This is an optimization exercise on Yosys and OpenROAD, whose aim is small area, a short achievable clock period and few clock cycles per item, not a production implementation. RTL that was checked went through simulation tests only; none was proved equivalent to the original. No activity file was given, so power comes from the tool's default toggle rates.

== wip/quartz ==
## cache_mem_arbiter
module cache_mem_arbiter #(
  parameter int LINE_ADDR_LEN = cache_pkg::LINE_ADDR_LEN_DEF,
  parameter int ADDR_W        = 32
) (
  input  logic                           clk,
  input  logic                           rst_n,
  input  logic                           i_req,
  input  logic                           i_we,
  input  logic [ADDR_W-1:0]              i_addr,
  input  logic [32*(1<<LINE_ADDR_LEN)-1:0] i_wline,
  output logic [32*(1<<LINE_ADDR_LEN)-1:0] i_rline,
  output logic                           i_done,
  input  logic                           d_req,
  input  logic                           d_we,
  input  logic [ADDR_W-1:0]              d_addr,
  input  logic [32*(1<<LINE_ADDR_LEN)-1:0] d_wline,
  output logic [32*(1<<LINE_ADDR_LEN)-1:0] d_rline,
  output logic                           d_done,
  output logic                           mem_req,
  output logic                           mem_we,
  output logic [ADDR_W-1:0]              mem_addr,
  output logic [31:0]                    mem_wdata,
  input  logic [31:0]                    mem_rdata,
  input  logic                           mem_ready,
  output logic [31:0]                    i_served_cnt,
  output logic [31:0]                    d_served_cnt
);
  localparam int                       LINE_WORDS = 1 << LINE_ADDR_LEN;
  localparam int                       WORD_SH    = $clog2(cache_pkg::WORD_BYTES);
  localparam int                       OFF_BITS   = LINE_ADDR_LEN + WORD_SH;
  localparam logic [LINE_ADDR_LEN-1:0] LAST_BEAT  = {LINE_ADDR_LEN{1'b1}};
  logic                      r_act;           
  logic                      r_idle;          
  cache_pkg::req_id_t        r_owner;         
  logic                      r_we;            
  logic                      r_rd;            
  logic [LINE_ADDR_LEN-1:0]  r_beat;          
  logic [LINE_WORDS-1:0]     r_slot;          
  logic [ADDR_W-1:OFF_BITS]  r_line;          
  logic [31:0]               r_wdata;         
  logic [LINE_WORDS-1:0]     r_i_sel, r_d_sel;    
  logic                      r_nxt_valid;
  cache_pkg::req_id_t        r_nxt_id;
  logic                      r_i_busy, r_d_busy;    
  logic                      r_i_fin, r_d_fin;      
  ...
Size in the first run: about 930 flip-flops.
==> flow/config.mk <==
export PLATFORM = sky130hd
export DESIGN_NAME = cache_mem_arbiter
export DESIGN_NICKNAME = cache_mem_arbiter
export VERILOG_FILES = /design/flow/design.v
export SDC_FILE = /design/flow/constraint.sdc
export NUM_CORES = 4
export LEC_CHECK = 0
export ABC_CLOCK_PERIOD_IN_PS = 2500
export CAP_MARGIN = 20
export CORE_AREA = 5 5 260 260
export CTS_CLUSTER_DIAMETER = 80
export CTS_CLUSTER_SIZE = 24
export DIE_AREA = 0 0 265 265
export PLACE_DENSITY = 0.72
export SETUP_SLACK_MARGIN = 5
export SLEW_MARGIN = 20
export TNS_END_PERCENT = 0
==> flow/constraint.sdc <==
create_clock -name core_clock -period 6.0 [get_ports {clk}]
set_input_delay 1.2000 -clock core_clock [delete_from_list [all_inputs] [get_ports {clk}]]
set_output_delay 1.2000 -clock core_clock [all_outputs]
set_load 0.01 [all_outputs]
standard.sh (not shown) runs the stock make flow with config.mk's settings and CLKGATE_MAP_FILE= SYNTH_SCRIPT=/design/flow/synth_recipe.tcl, a recipe that flattens the netlist after the stock synthesis.
==> flow/flow/run.sh <==
#!/bin/bash
# The standard layout (standard.sh) with three changes to how the ports are
# laid out; nothing else in the flow changes:
#  - the port buffers that buffer_ports inserts are sky130_fd_sc_hd__buf_1 cells
#    (the resizer still sizes them afterwards) instead of the delay cell it picks;
#  - pins may sit on neighbouring routing tracks, so that they fit on a smaller die;
#  - the clock pin is placed at the middle of the left edge (flow/io_pre.tcl) and
#    the other pins keep clear of it.
# All tool output goes to standard_make.log and ORFS's own logs under orfs/logs.
set -euo pipefail
export BUFFER_PORTS_ARGS="-buffer_cell sky130_fd_sc_hd__buf_1"
export PRE_IO_PLACEMENT_TCL="$PWD/flow/io_pre.tcl"
# The clock pin sits at the middle of the left edge; keep other pins 6 um away.
half=$(awk '/^export DIE_AREA/ {print ($NF - $(NF-2)) / 2}' config.mk)
export PLACE_PINS_ARGS="-min_distance 1 -min_distance_in_tracks -exclude left:$(awk -v h="$half" 'BEGIN{print h-6 "-" h+6}')"
bash standard.sh finish > standard_make.log 2>&1
==> flow/flow/io_pre.tcl <==
# Runs before place_pins (ORFS PRE_IO_PLACEMENT hook). Puts the clock pin at the
# middle of the left die edge on met3, on a met3 track; run.sh keeps the other
# pins a few um away from it, since the clock net is routed with wider spacing.
set block [ord::get_db_block]
set dbu [$block getDbUnitsPerMicron]
set die [$block getDieArea]
set mid [expr {($die yMin + $die yMax) / 2.0 / $dbu}]
set y [expr {0.34 + 0.68 * round(($mid - 0.34) / 0.68)}]
place_pin -pin_name clk -layer met3 -location [list 0.4 $y] -pin_size {0.8 0.3}
The flow ended early for wip/quartz: it failed with a tool error in I/O pin placement (3_2_place_iop).
Testbench counts of wip/quartz, summed over its fixed seeds: cycles 5,894, lines 640.
The inputs of wip/fjord differ from those of wip/quartz as listed below.
diff --git a/flow/flow/io_pre.tcl b/flow/flow/io_pre.tcl
--- a/flow/flow/io_pre.tcl
+++ b/flow/flow/io_pre.tcl
@@ -5,5 +5,5 @@
 set dbu [$block getDbUnitsPerMicron]
 set die [$block getDieArea]
-set mid [expr {($die yMin + $die yMax) / 2.0 / $dbu}]
+set mid [expr {([$die yMin] + [$die yMax]) / 2.0 / $dbu}]
 set y [expr {0.34 + 0.68 * round(($mid - 0.34) / 0.68)}]
 place_pin -pin_name clk -layer met3 -location [list 0.4 $y] -pin_size {0.8 0.3}
Notes after the runs:
wip/fjord went all the way through the flow, and no timing, DRC or antenna check failed.
Taking wip/quartz as the reference, in wip/fjord synthesized netlist cell count saw little to no change, share of synthesized cell area in full adder, half adder and majority cells was more or less identical, average size of a mapped cell flat.
Number of distinct library cells after synthesis across wip/quartz and wip/fjord: no real change.
Reported for wip/quartz and wip/fjord, die outline height turned out identical to the last digit.
From wip/fjord to wip/quartz, mapped cell area did not move at all.
Edits applied to the flow inputs when going from wip/fjord to wip/maple:
- clearing ABC_CLOCK_PERIOD_IN_PS, which used to be 2500
- clearing PLACE_DENSITY, which used to be 0.72
- swapping 5 5 260 260 for 5 5 295 295 in CORE_AREA
- swapping 0 0 265 265 for 0 0 300 300 in DIE_AREA
### Flow results
wip/maple ended with every stage complete and zero timing, DRC or antenna violations. wip/fjord and wip/maple ended up with roughly the same portion of the layout cell area used by clock cells. Compared wip/maple against wip/fjord; area added between synthesis and finish within noise. First-pass detailed-route iteration total (higher): wip/maple. From wip/fjord to wip/maple the numbers moved as follows: core outline area rose by about 30%; time the worst path needs with I/O delays and setup went down by 26 ps; final cell utilization of the core fell 16 points; combined global-route utilization of all metal layers -18 points.
#### Input delta (wip/ember over wip/maple)
- an added ABC_CLOCK_PERIOD_IN_PS of 2500
diff --git a/flow/flow/io_pre.tcl b/flow/flow/io_pre.tcl
--- a/flow/flow/io_pre.tcl
+++ b/flow/flow/io_pre.tcl
@@ -5,5 +5,5 @@
 set dbu [$block getDbUnitsPerMicron]
 set die [$block getDieArea]
-set mid [expr {([$die yMin] + [$die yMax]) / 2.0 / $dbu}]
+set mid [expr {($die yMin + $die yMax) / 2.0 / $dbu}]
 set y [expr {0.34 + 0.68 * round(($mid - 0.34) / 0.68)}]
 place_pin -pin_name clk -layer met3 -location [list 0.4 $y] -pin_size {0.8 0.3}
[summary]
wip/ember never completed; the flow aborted with a tool error in I/O pin placement (3_2_place_iop). Reported for wip/ember and wip/maple, total number of placement rows turned out identical to the last digit. There was hardly any difference in die extent in x between wip/ember and wip/maple. Comparing wip/ember against wip/maple, there is no change at all in xor/xnor share of the synthesized area. Changes observed in wip/ember relative to wip/maple: share of async-settable or async-resettable flops after synthesis did not really move, area share of fa/ha/maj cells after synthesis did not really move, post-synthesis register bit count did not really move.
For wip/zinc, these inputs were changed with respect to wip/ember:
- TNS_END_PERCENT changed from 0 to 10
diff --git a/flow/flow/io_pre.tcl b/flow/flow/io_pre.tcl
--- a/flow/flow/io_pre.tcl
+++ b/flow/flow/io_pre.tcl
@@ -5,5 +5,5 @@
 set dbu [$block getDbUnitsPerMicron]
 set die [$block getDieArea]
-set mid [expr {($die yMin + $die yMax) / 2.0 / $dbu}]
+set mid [expr {([$die yMin] + [$die yMax]) / 2.0 / $dbu}]
 set y [expr {0.34 + 0.68 * round(($mid - 0.34) / 0.68)}]
 place_pin -pin_name clk -layer met3 -location [list 0.4 $y] -pin_size {0.8 0.3}
wip/zinc completed end to end with timing, DRC and antenna clean. [compare] base=wip/ember new=wip/zinc: mean instance size in the synthesized netlist comparable, async set-reset flop share out of synthesis comparable, netlist area before placement comparable. Diff wip/zinc..wip/ember | parity-gate share of the synthesized area counting xor and xnor cells | unchanged. Compared with wip/ember, in wip/zinc count of flip-flops with a built-in enable after synthesis closely matched the old numbers; synthesized cell count closely matched the old numbers; total of flip-flops plus latches after synthesis closely matched the old numbers.
Inputs modified between wip/zinc and wip/sierra:
- TNS_END_PERCENT now 0, was 10
Findings:
- wip/zinc ended up with mem_wdata[14] as its capture point of the worst path; wip/sierra ended up with mem_addr[20].
- wip/sierra against wip/zinc: post-route cell area fell 8.0%, part of the cycle the worst path needs about even, count of clock-buffer cells in the layout fell 5.1%, final cell count fell 2.8%, die area about even.
- wip/sierra: PASS, flow complete, no timing, DRC or antenna violations
- Between wip/zinc and wip/sierra, the routed wire length is higher for wip/zinc.
- Compare wip/zinc and wip/sierra | clock period minus worst slack higher: wip/sierra
- Compare wip/zinc and wip/sierra | clock network fraction of design power higher: wip/sierra

try-quartz:
The RTL this note starts from:
==> flow/design.v <==
`default_nettype none
package cache_pkg;
  localparam int LINE_ADDR_LEN_DEF = 3;
  localparam int WORD_BYTES        = 4;
  typedef logic [1:0] state_t;
  localparam state_t IDLE  = 2'd0;
  localparam state_t BURST = 2'd1;
  localparam state_t DONE  = 2'd2;
  typedef logic [0:0] req_id_t;
  localparam req_id_t REQ_I = 1'b0;
  localparam req_id_t REQ_D = 1'b1;
endpackage
`default_nettype wire
`default_nettype none
module rr_arbiter2 (
  input  logic [1:0] req,
  input  cache_pkg::req_id_t last_grant,
  output logic       grant_valid,
  output cache_pkg::req_id_t grant_id
);
  always_comb begin
    grant_valid = |req;
    grant_id    = cache_pkg::REQ_I;
    if (req[cache_pkg::REQ_D] && req[cache_pkg::REQ_I]) begin
      grant_id = ~last_grant;
    end else if (req[cache_pkg::REQ_D]) begin
      grant_id = cache_pkg::REQ_D;
    end
  end
endmodule
`default_nettype wire
`default_nettype none
module cache_mem_arbiter #(
  parameter int LINE_ADDR_LEN = cache_pkg::LINE_ADDR_LEN_DEF,
  parameter int ADDR_W        = 32
) (
  input  logic                           clk,
  input  logic                           rst_n,
  input  logic                           i_req,
  input  logic                           i_we,
  input  logic [ADDR_W-1:0]              i_addr,
  input  logic [32*(1<<LINE_ADDR_LEN)-1:0] i_wline,
  output logic [32*(1<<LINE_ADDR_LEN)-1:0] i_rline,
  output logic                           i_done,
  input  logic                           d_req,
  input  logic                           d_we,
  input  logic [ADDR_W-1:0]              d_addr,
  input  logic [32*(1<<LINE_ADDR_LEN)-1:0] d_wline,
  output logic [32*(1<<LINE_ADDR_LEN)-1:0] d_rline,
  output logic                           d_done,
  output logic                           mem_req,
  output logic                           mem_we,
  output logic [ADDR_W-1:0]              mem_addr,
  output logic [31:0]                    mem_wdata,
  input  logic [31:0]                    mem_rdata,
  input  logic                           mem_ready,
  output logic [31:0]                    i_served_cnt,
  output logic [31:0]                    d_served_cnt
);
  localparam int                       LINE_WORDS = 1 << LINE_ADDR_LEN;
  localparam int                       WORD_SH    = $clog2(cache_pkg::WORD_BYTES);
  localparam int                       OFF_BITS   = LINE_ADDR_LEN + WORD_SH;
  localparam logic [LINE_ADDR_LEN-1:0] LAST_BEAT  = {LINE_ADDR_LEN{1'b1}};
  logic                      r_act;           
  cache_pkg::req_id_t        r_owner;         
  logic                      r_we;
  logic [LINE_ADDR_LEN-1:0]  r_beat;          
  logic [LINE_WORDS-1:0]     r_slot;          
  logic [ADDR_W-1:OFF_BITS]  r_line;          
  logic [31:0]               r_wdata;         
  logic                      r_nxt_valid;
  cache_pkg::req_id_t        r_nxt_id;
  logic                      r_i_busy, r_d_busy;    
  logic                      r_i_done, r_d_done;
  logic [32*LINE_WORDS-1:0]  r_i_rline, r_d_rline;
  logic [31:0]               r_i_served_cnt, r_d_served_cnt;
  logic [32*(LINE_WORDS-1)-1:0] r_buf;
  logic                      w_at_last, w_last, w_free, w_gnt;
  logic                      w_gnt_valid;
  cache_pkg::req_id_t        w_gnt_id, w_owner_n;
  logic                      w_i_pend, w_d_pend;
  logic [31:0]               w_word, w_next_word;
  logic [LINE_WORDS-1:0]     w_i_sel, w_d_sel;
  assign w_at_last = r_act & r_slot[LINE_WORDS-1];
  assign w_last    = w_at_last & mem_ready;
  assign w_free    = ~r_act | w_last;
  assign w_gnt     = w_free & r_nxt_valid;
  assign w_owner_n = w_gnt ? r_nxt_id : r_owner;
  assign w_i_pend = i_req & ~r_i_busy & ~(w_gnt & (r_nxt_id == cache_pkg::REQ_I));
  assign w_d_pend = d_req & ~r_d_busy & ~(w_gnt & (r_nxt_id == cache_pkg::REQ_D));
  rr_arbiter2 u_rr (
    .req         ({w_d_pend, w_i_pend}),
    .last_grant  (w_owner_n),
    .grant_valid (w_gnt_valid),
    .grant_id    (w_gnt_id)
  );
  assign w_word = r_we ? r_wdata : mem_rdata;
  always_comb begin
    for (int w = 0; w < LINE_WORDS; w++) begin
      if (w == 0) begin
        w_i_sel[w] = (~r_act | r_slot[LINE_WORDS-1]) & (r_nxt_id == cache_pkg::REQ_I);
        w_d_sel[w] = (~r_act | r_slot[LINE_WORDS-1]) & (r_nxt_id == cache_pkg::REQ_D);
      end else begin
        w_i_sel[w] = r_act & r_slot[w-1] & (r_owner == cache_pkg::REQ_I);
        w_d_sel[w] = r_act & r_slot[w-1] & (r_owner == cache_pkg::REQ_D);
      end
    end
    w_next_word = '0;
    for (int w = 0; w < LINE_WORDS; w++)
      w_next_word = w_next_word | ({32{w_i_sel[w]}} & i_wline[32*w +: 32])
                                | ({32{w_d_sel[w]}} & d_wline[32*w +: 32]);
  end
  always_ff @(posedge clk or negedge rst_n) begin
    if (!rst_n) begin
      r_act          <= 1'b0;
      r_owner        <= cache_pkg::REQ_I;
      r_beat         <= '0;
      r_slot         <= '0;
      r_wdata        <= '0;
      r_nxt_valid    <= 1'b0;
      r_nxt_id       <= cache_pkg::REQ_I;
      r_i_busy       <= 1'b0;
      r_d_busy       <= 1'b0;
      r_i_done       <= 1'b0;
      r_d_done       <= 1'b0;
      r_i_rline      <= '0;
      r_d_rline      <= '0;
      r_i_served_cnt <= '0;
      r_d_served_cnt <= '0;
    end else begin
      r_act       <= w_gnt | (r_act & ~w_last);
      r_owner     <= w_owner_n;
      if (w_gnt) begin
        r_beat <= '0;
        r_slot <= {{(LINE_WORDS-1){1'b0}}, 1'b1};
      end else if (r_act & mem_ready) begin
        r_beat <= r_beat + 1'b1;
        r_slot <= {r_slot[LINE_WORDS-2:0], r_slot[LINE_WORDS-1]};
      end
      if (~r_act | mem_ready)
        r_wdata <= w_next_word;
      r_nxt_valid <= w_gnt_valid;
      r_nxt_id    <= w_gnt_id;
      r_i_busy    <= (r_i_busy & ~r_i_done) | (w_gnt & (r_nxt_id == cache_pkg::REQ_I));
      r_d_busy    <= (r_d_busy & ~r_d_done) | (w_gnt & (r_nxt_id == cache_pkg::REQ_D));
      r_i_done    <= w_last & (r_owner == cache_pkg::REQ_I);
      r_d_done    <= w_last & (r_owner == cache_pkg::REQ_D);
      if (w_last & (r_owner == cache_pkg::REQ_I)) r_i_rline <= {w_word, r_buf};
      if (w_last & (r_owner == cache_pkg::REQ_D)) r_d_rline <= {w_word, r_buf};
      r_i_served_cnt <= r_i_served_cnt + {31'd0, r_i_done};
      r_d_served_cnt <= r_d_served_cnt + {31'd0, r_d_done};
    end
  end
  always_ff @(posedge clk) begin
    r_we   <= (w_owner_n == cache_pkg::REQ_D) ? d_we : i_we;
    r_line <= (w_owner_n == cache_pkg::REQ_D) ? d_addr[ADDR_W-1:OFF_BITS] : i_addr[ADDR_W-1:OFF_BITS];
    for (int w = 0; w < LINE_WORDS - 1; w++)
      if (mem_ready && r_slot[w]) r_buf[32*w +: 32] <= w_word;
  end
  assign mem_req      = r_act;
  assign mem_we       = r_we;
  assign mem_addr     = {r_line, r_beat, {WORD_SH{1'b0}}};
  assign mem_wdata    = r_wdata;
  assign i_done       = r_i_done;
  assign d_done       = r_d_done;
  assign i_rline      = r_i_rline;
  assign d_rline      = r_d_rline;
  assign i_served_cnt = r_i_served_cnt;
  assign d_served_cnt = r_d_served_cnt;
endmodule
`default_nettype wire
export LEC_CHECK = 0
export ABC_CLOCK_PERIOD_IN_PS = 2500
export CAP_MARGIN = 20
export CORE_AREA = 5 5 295 295
export CTS_CLUSTER_DIAMETER = 80
export CTS_CLUSTER_SIZE = 24
export DIE_AREA = 0 0 300 300
export SETUP_SLACK_MARGIN = 5
export SLEW_MARGIN = 20
export TNS_END_PERCENT = 0
create_clock -name core_clock -period 6.0 [get_ports {clk}]
==> flow/flow/run.sh <==
#!/bin/bash
# The standard layout (standard.sh), except that the port buffers that
# buffer_ports inserts are sky130_fd_sc_hd__buf_1 cells (the resizer still sizes
# them afterwards) instead of the delay cell it picks by default, and pins may
# sit on neighbouring routing tracks so that they fit on a smaller die.
set -euo pipefail
export BUFFER_PORTS_ARGS="-buffer_cell sky130_fd_sc_hd__buf_1"
export PLACE_PINS_ARGS="-min_distance 1 -min_distance_in_tracks"
bash standard.sh finish > standard_make.log 2>&1
try-quartz ended with every stage complete and zero timing, DRC or antenna violations.
Modified inputs, try-delta compared to try-quartz
- removing TNS_END_PERCENT (formerly 0)
- changing SETUP_SLACK_MARGIN from 5 to 3.6
Results
Between try-quartz and try-delta, the flow reports post-route standard cell area excluding fillers increasing by more than 10%. On final period demand of the worst path: between try-quartz and try-delta, it ends up lower for try-delta. Row met2 wire length: try-delta higher / try-quartz lower. The clock power of try-delta and that of try-quartz are within noise of each other. From try-quartz to try-delta the numbers moved as follows: area fraction of clock buffers and clock inverters has decreased; number of standard cells in the layout, taps in and fillers out has increased; non-clock buffer contribution to total cell area has increased. [try-delta] sequential share of layout area fell 5.8 points relative to try-quartz.
## Diff of input files: try-umber against try-delta
- putting TNS_END_PERCENT at 0 where nothing was set
[summary]
Across try-umber and try-delta, the outcome is the same: a clean finish for every run.
Of try-umber and try-delta, try-umber shows the lower global-route usage over all layers, with try-delta above it.
The higher growth of design area from synthesis to finish of try-umber and try-delta is in try-delta.
try-delta has a lower hold slack than try-umber.
Relative to try-delta, the design area of try-umber is lower by about 11%.
No run of this note included a check of the RTL's function; only the layout flow was run.

-- port drivers added, routing unchanged --
In the flow no input, the clock included, has a driving cell. The finished layouts below were timed again as built, in two steps. Step 1 assumes that a clkbuf_16 drives the clock port and a buf_2 every other input. Step 2, shift: input delay + t, output delay - t, t = (earliest + latest rising clock arrival at the registers) / 2. This alone moves slack from input paths to output paths. Slacks: ideal ports / drivers / drivers and shift; pairs: ideal ports / drivers.
run | t, ns | setup slack, ns | worst setup path at the end
wip/fjord | 0.698 | 3.432 / 3.385 / 2.707 | input to register
wip/maple | 0.666 | 3.458 / 3.408 / 2.813 | input to register
wip/zinc | 0.674 | 3.466 / 3.417 / 3.231 | input to register
wip/sierra | 0.666 | 3.458 / 3.408 / 2.813 | input to register
try-quartz | 0.682 | 3.404 / 3.335 / 2.746 | input to register
try-delta | 0.684 | 3.490 / 3.423 / 2.945 | input to register
try-umber | 0.682 | 3.299 / 3.315 / 2.633 | input to register
After both steps every run listed still meets setup and hold. The setup slack of wip/fjord, which loses most, moves by -0.047 ns with the drivers and by -0.725 ns with both steps.
